From an optimization exercise on the open Yosys and OpenROAD flow, aimed at small area, a short achievable clock period and few clock cycles per item; shortcuts taken in it are not production practice.
In this exercise RTL edits were held to simulation tests only and were not proved equivalent to the original.

Setup of run A:
## lru_key_value_cache
module lru_key_value_cache #(
  parameter int unsigned MAX_ENTRIES = 16
) (
  input  logic             clk_i,
  input  logic             rst_ni,
  input  logic             req_valid_i,
  output logic             req_ready_o,
  input  logic             req_op_i,
  input  logic [lkv_pkg::KEY_W-1:0] req_key_i,
  input  logic [lkv_pkg::KEY_W-1:0] req_value_i,
  output logic             rsp_valid_o,
  input  logic             rsp_ready_i,
  output logic             rsp_hit_o,
  output logic [lkv_pkg::KEY_W-1:0] rsp_read_value_o,
  output logic             rsp_evicted_o,
  output logic [lkv_pkg::KEY_W-1:0] rsp_evicted_key_o,
  input  logic             cfg_we_i,
  input  logic [lkv_pkg::CAP_W-1:0] cfg_data_i
);
Size: about 3200 cells after synthesis, ~51000 sq um of cells after synthesis.
Settings: LEC_CHECK=0, ABC_CLOCK_PERIOD_IN_PS=2500, CAP_MARGIN=20, CORE_MARGIN=2, CORE_UTILIZATION=40, SETUP_SLACK_MARGIN=5.0, SLEW_MARGIN=20; clock period 8.0 ns.
standard.sh (not shown) runs the stock make flow with config.mk's settings and CLKGATE_MAP_FILE= SYNTH_SCRIPT=/design/flow/synth_recipe.tcl, a recipe that flattens the netlist after the stock synthesis.
==> flow/flow/run.sh <==
#!/bin/bash
# Standard layout, with gate sizing free to change a cell's footprint.
set -euo pipefail
bash standard.sh MATCH_CELL_FOOTPRINT=0 finish > make_finish.log 2>&1
Run A was carried through to the last stage, and its layout satisfied the timing, DRC and antenna checks.
Testbench counts of run A, summed over its fixed seeds: cycles 9,616, items 9,600.
--- input diff run A..run B ---
- CTS_CLUSTER_SIZE newly set to 22
- CTS_CLUSTER_DIAMETER newly set to 80
- CORE_UTILIZATION changed from 40 to 50
==> flow/run.sh (new file) <==
#!/bin/bash
# synth_recipe.tcl (not shown) runs the flow's synth.tcl, then flattens the netlist and writes it again
# the make line also repeats each setting of config.mk as NAME=value (left out here)
make -C /OpenROAD-flow-scripts/flow DESIGN_CONFIG=/design/flow/config.mk WORK_HOME=/design/flow/orfs CLKGATE_MAP_FILE= SYNTH_SCRIPT=/design/flow/synth_recipe.tcl finish
removed: flow/flow/run.sh
removed: flow/standard.sh
==> notes.md <==
- All-layer global routing usage in run B is 9.3 points higher than in run A
- Going from run A to run B, sequential share of layout area grows by 1.6 points.
- Gate count after technology mapping came out exactly the same in run B and run A.
- Diff run A -> run B: area of the mapped netlist roughly the same; wire length moved up; maximum cell stage delay along the critical path shrank by 0.11 ns.
The following lists how run C was set up differently from run B:
- CORE_UTILIZATION changed from 50 to 35
- Between run C and run B, the non-clock buffer instance count of the final layout is lower for run C.
- Run B reports its library cell contributing the largest single delay on the critical path as sky130_fd_sc_hd__nand4_1 while run C reports sky130_fd_sc_hd__xnor2_1.
- Result for run C and run B: all clean
- Run C vs run B — clock-buffer cell count dropped by more than 10%
- Run C ended up with b_match_q[15]$_DFFE_PN_ as its worst setup path endpoint; run B ended up with b_match_q[11]$_DFFE_PN_.
- Between run B and run C, the cell count went up.
--- input diff run C..run D ---
- setting PLACE_DENSITY to 0.75 for the first time
- changing CORE_UTILIZATION from 35 to 40
### Flow results
Compared run C against run D; design area within noise. For area growth from synthesis to layout, run D and run C come out practically identical. Against run C, run D reports a initial antenna violation count that is lower. Comparing run D and run C, the lower wire length is on run D. Run D vs run C on setup slack after placement: run D is the lower one.

* * *

The RTL this note starts from:
==> flow/design.v <==
`timescale 1ns / 1ps
package lkv_pkg;
  localparam int unsigned KEY_W = 32;
  localparam int unsigned CAP_W = 5;
  localparam logic [CAP_W-1:0] CAP_RESET  = 5'd16;
  localparam logic [KEY_W-1:0] MISS_VALUE = 32'hFFFF_FFFF;
  localparam logic OP_GET = 1'b0;
  localparam logic OP_PUT = 1'b1;
  typedef enum logic [1:0] {
    ST_IDLE,
    ST_LOOK,
    ST_COMMIT
  } lkv_state_e;
  typedef struct packed {
    logic ready;    
    logic look;     
    logic commit;   
    logic shift;    
    logic evict;    
  } lkv_ctl_t;
endpackage
`timescale 1ns / 1ps
module lkv_cell (
  input  logic             clk_i,
  input  logic             shift_i,
  input  logic             live_i,
  input  logic [lkv_pkg::KEY_W-1:0] probe_i,
  input  logic [lkv_pkg::KEY_W-1:0] key_i,
  input  logic [lkv_pkg::KEY_W-1:0] value_i,
  output logic [lkv_pkg::KEY_W-1:0] key_o,
  output logic [lkv_pkg::KEY_W-1:0] value_o,
  output logic             match_o
);
  logic [lkv_pkg::KEY_W-1:0] key_q;
  logic [lkv_pkg::KEY_W-1:0] value_q;
  always_ff @(posedge clk_i) begin
    if (shift_i) begin
      key_q   <= key_i;
      value_q <= value_i;
    end
  end
  assign match_o = live_i && (key_q == probe_i);
  assign key_o   = key_q;
  assign value_o = value_q;
endmodule
`timescale 1ns / 1ps
module lkv_ctrl #(
  parameter int unsigned MAX_ENTRIES = 16
) (
  input  logic                      clk_i,
  input  logic                      rst_ni,
  input  logic                      ins_i,       
  input  logic                      cfg_we_i,
  input  logic [lkv_pkg::CAP_W-1:0] cfg_data_i,
  output logic [MAX_ENTRIES-1:0]    live_o,      
  output logic [MAX_ENTRIES-1:0]    ins_mask_o,  
  output logic [MAX_ENTRIES-1:0]    tail_o,      
  output logic                      full_o
);
  logic [lkv_pkg::CAP_W-1:0] cap_q;
  logic [MAX_ENTRIES-1:0]    live_q;
  logic                      full_q;
  always_comb begin
    tail_o = '0;
    if (cap_q == '0) begin
      tail_o[0] = 1'b1;
    end else if (32'(cap_q) > MAX_ENTRIES) begin
      tail_o[MAX_ENTRIES-1] = 1'b1;
    end else begin
      for (int i = 0; i < MAX_ENTRIES; i++) begin
        if (32'(cap_q) == i + 1) tail_o[i] = 1'b1;
      end
    end
  end
  assign full_o     = full_q;
  assign ins_mask_o = full_q ? live_q : {live_q[MAX_ENTRIES-2:0], 1'b1};
  assign live_o     = live_q;
  always_ff @(posedge clk_i or negedge rst_ni) begin
    if (!rst_ni) begin
      cap_q  <= lkv_pkg::CAP_RESET;
      live_q <= '0;
      full_q <= 1'b0;
    end else if (cfg_we_i) begin
      cap_q  <= cfg_data_i;
      live_q <= '0;
      full_q <= 1'b0;
    end else if (ins_i) begin
      live_q <= ins_mask_o;
      full_q <= |(ins_mask_o & tail_o);
    end
  end
endmodule
`timescale 1ns / 1ps
module lru_key_value_cache #(
  parameter int unsigned MAX_ENTRIES = 16
) (
  input  logic             clk_i,
  input  logic             rst_ni,
  input  logic             req_valid_i,
  output logic             req_ready_o,
  input  logic             req_op_i,
  input  logic [lkv_pkg::KEY_W-1:0] req_key_i,
  input  logic [lkv_pkg::KEY_W-1:0] req_value_i,
  output logic             rsp_valid_o,
  input  logic             rsp_ready_i,
  output logic             rsp_hit_o,
  output logic [lkv_pkg::KEY_W-1:0] rsp_read_value_o,
  output logic             rsp_evicted_o,
  output logic [lkv_pkg::KEY_W-1:0] rsp_evicted_key_o,
  input  logic             cfg_we_i,
  input  logic [lkv_pkg::CAP_W-1:0] cfg_data_i
);
  localparam int unsigned W = lkv_pkg::KEY_W;
  localparam int unsigned N = MAX_ENTRIES;
  logic [N-1:0]  a_raw;
  logic [N-1:0]  a_match;
  logic          a_same;
  logic          b_valid_q;
  logic          b_op_q;
  logic [W-1:0]  b_key_q;
  logic [W-1:0]  b_val_q;
  logic [N-1:0]  b_match_q;
  logic          commit;
  logic          o_valid_q;
  logic          o_hit_q;
  logic [W-1:0]  o_rd_q;
  logic          o_ev_q;
  logic [W-1:0]  o_evk_q;
  logic          s_valid_q;
  logic          ready_q;
  logic          s_hit_q;
  logic          s_op_q;
  logic          s_ev_q;
  logic [W-1:0]  s_data_q;
  logic          pop;
  logic [N-1:0]  live;
  logic [N-1:0]  ins_mask;
  logic [N-1:0]  tail;
  logic          full;
  logic [N-1:0]  upto;
  logic [N-1:0]  shift;
  logic [W-1:0]  cell_key [N];
  logic [W-1:0]  cell_val [N];
  logic [W-1:0]  hit_val;
  logic [W-1:0]  lru_key;
  logic [W-1:0]  head_val;
  logic          hit;
  logic          put;
  logic          ins;
  logic          evict;
  logic [W-1:0]  n_rd;
  logic [W-1:0]  n_evk;
  logic [W-1:0]  n_data;
  assign commit      = !s_valid_q;
  assign req_ready_o = ready_q;
  always_ff @(posedge clk_i or negedge rst_ni) begin
    if (!rst_ni) begin
      b_valid_q <= 1'b0;
    end else if (commit) begin
      b_valid_q <= req_valid_i;
    end
  end
  always_ff @(posedge clk_i) begin
    if (commit) begin
      b_op_q    <= req_op_i;
      b_key_q   <= req_key_i;
      b_val_q   <= req_value_i;
      b_match_q <= a_match;
    end
  end
  lkv_ctrl #(
    .MAX_ENTRIES (N)
  ) u_ctrl (
    .clk_i      (clk_i),
    .rst_ni     (rst_ni),
    .ins_i      (ins),
    .cfg_we_i   (cfg_we_i),
    .cfg_data_i (cfg_data_i),
    .live_o     (live),
    .ins_mask_o (ins_mask),
    .tail_o     (tail),
    .full_o     (full)
  );
  assign put      = (b_op_q == lkv_pkg::OP_PUT);
  assign hit      = |b_match_q;
  assign ins      = b_valid_q && commit && put && !hit;
  assign evict    = put && !hit && full;
  assign head_val = put ? b_val_q : hit_val;
  always_comb begin
    upto[N-1] = b_match_q[N-1];
    for (int i = N - 2; i >= 0; i--) begin
      upto[i] = upto[i+1] | b_match_q[i];
    end
  end
  for (genvar i = 0; i < N; i++) begin : g_cell
    logic [W-1:0] nb_key;
    logic [W-1:0] nb_val;
    assign shift[i] = b_valid_q && commit && (upto[i] || (put && !hit && ins_mask[i]));
    if (i == 0) begin : g_head
      assign nb_key = b_key_q;
      assign nb_val = head_val;
    end else begin : g_body
      assign nb_key = cell_key[i-1];
      assign nb_val = cell_val[i-1];
    end
    lkv_cell u_cell (
      .clk_i   (clk_i),
      .shift_i (shift[i]),
      .live_i  (live[i]),
      .probe_i (req_key_i),
      .key_i   (nb_key),
      .value_i (nb_val),
      .key_o   (cell_key[i]),
      .value_o (cell_val[i]),
      .match_o (a_raw[i])
    );
  end
  assign a_same = (req_key_i == b_key_q);
  assign a_match[0] = shift[0] ? a_same : a_raw[0];
  for (genvar i = 1; i < N; i++) begin : g_fix
    assign a_match[i] = shift[i] ? a_raw[i-1] : a_raw[i];
  end
  always_comb begin
    hit_val = '0;
    lru_key = '0;
    for (int i = 0; i < N; i++) begin
      hit_val = hit_val | (cell_val[i] & {W{b_match_q[i]}});
      lru_key = lru_key | (cell_key[i] & {W{tail[i]}});
    end
  end
  assign n_rd   = put ? '0 : (hit ? hit_val : lkv_pkg::MISS_VALUE);
  assign n_evk  = evict ? lru_key : '0;
  assign n_data = put ? n_evk : n_rd;
  logic push;
  assign push = b_valid_q && commit;
  assign pop  = o_valid_q && rsp_ready_i;
  always_ff @(posedge clk_i or negedge rst_ni) begin
    if (!rst_ni) begin
      o_valid_q <= 1'b0;
      s_valid_q <= 1'b0;
      ready_q   <= 1'b1;
    end else begin
      if (pop || !o_valid_q) begin
        o_valid_q <= s_valid_q || push;
        s_valid_q <= 1'b0;
        ready_q   <= 1'b1;
      end else if (push) begin
        s_valid_q <= 1'b1;
        ready_q   <= 1'b0;
      end
    end
  end
  always_ff @(posedge clk_i) begin
    if (pop || !o_valid_q) begin
      if (s_valid_q) begin
        o_hit_q <= s_hit_q;
        o_rd_q  <= s_op_q ? '0 : s_data_q;
        o_ev_q  <= s_ev_q;
        o_evk_q <= s_op_q ? s_data_q : '0;
      end else begin
        o_hit_q <= hit;
        o_rd_q  <= n_rd;
        o_ev_q  <= evict;
        o_evk_q <= n_evk;
      end
    end
    if (push) begin
      s_hit_q  <= hit;
      s_op_q   <= put;
      s_ev_q   <= evict;
      s_data_q <= n_data;
    end
  end
  assign rsp_valid_o       = o_valid_q;
  assign rsp_hit_o         = o_hit_q;
  assign rsp_read_value_o  = o_rd_q;
  assign rsp_evicted_o     = o_ev_q;
  assign rsp_evicted_key_o = o_evk_q;
endmodule
clock: 8.0 ns
lec_check: 0
abc_clock_period_in_ps: 2500
cap_margin: 20
core_margin: 2
core_utilization: 40
cts_cluster_diameter: 60
cts_cluster_size: 30
setup_slack_margin: 5.0
slew_margin: 20
run.sh (not shown) runs the stock make flow with config.mk's settings and CLKGATE_MAP_FILE= SYNTH_SCRIPT=/design/flow/synth_recipe.tcl, a recipe that flattens the netlist after the stock synthesis.
Stock flow here: none of the scripts above is used.
Testbench counts at the start, summed over its fixed seeds: cycles 9,616, items 9,600.
==> next run, changes <==
- ABC_AREA: unset -> 1
- CTS_CLUSTER_DIAMETER: 60 -> 80
- CTS_CLUSTER_SIZE: 30 -> 22
Fmax goes up by 0.45%.
Non-clock buffer count goes down by 120.
Sequential cell count does not change.

separate check: timing with driven ports:
How much do the figures lean on ideal ports? The routed layouts below were timed once more, with nothing changed but the port constraints. Step 1 sets driving cells, clkbuf_16 on the clock port and buf_2 on the other inputs (assumed; they add their load-dependent delay and slew). Step 2 also shifts input and output timing later by t, the mid clock arrival at the registers, as if the neighbouring blocks saw the same clock. a / b / c = ideal / step 1 / step 2; a / b = the first two.
run | t (ns) | setup WS [ns] | latest minus earliest clock arrival (ns) | worst slew at a driven data input, ns
run A | 0.872 | 4.785 / 4.843 / 3.974 | 0.044 / 0.044 | 0.10
run B | 0.762 | 4.532 / 4.574 / 3.812 | 0.032 / 0.032 | 0.05
run C | 0.796 | 4.736 / 4.771 / 3.974 | 0.035 / 0.035 | 0.09
run D | 0.797 | 4.811 / 4.806 / 4.064 | 0.037 / 0.037 | 0.07
the first run of note 2 | 0.829 | 4.877 / 4.892 / 4.083 | 0.062 / 0.063 | 0.06
the second run of note 2 | 0.807 | 4.891 / 4.891 / 4.226 | 0.048 / 0.048 | 0.09
After both steps every run listed still meets setup and hold. The setup slack of run A, which loses most, moves by +0.058 ns with the drivers and by -0.811 ns with both steps.
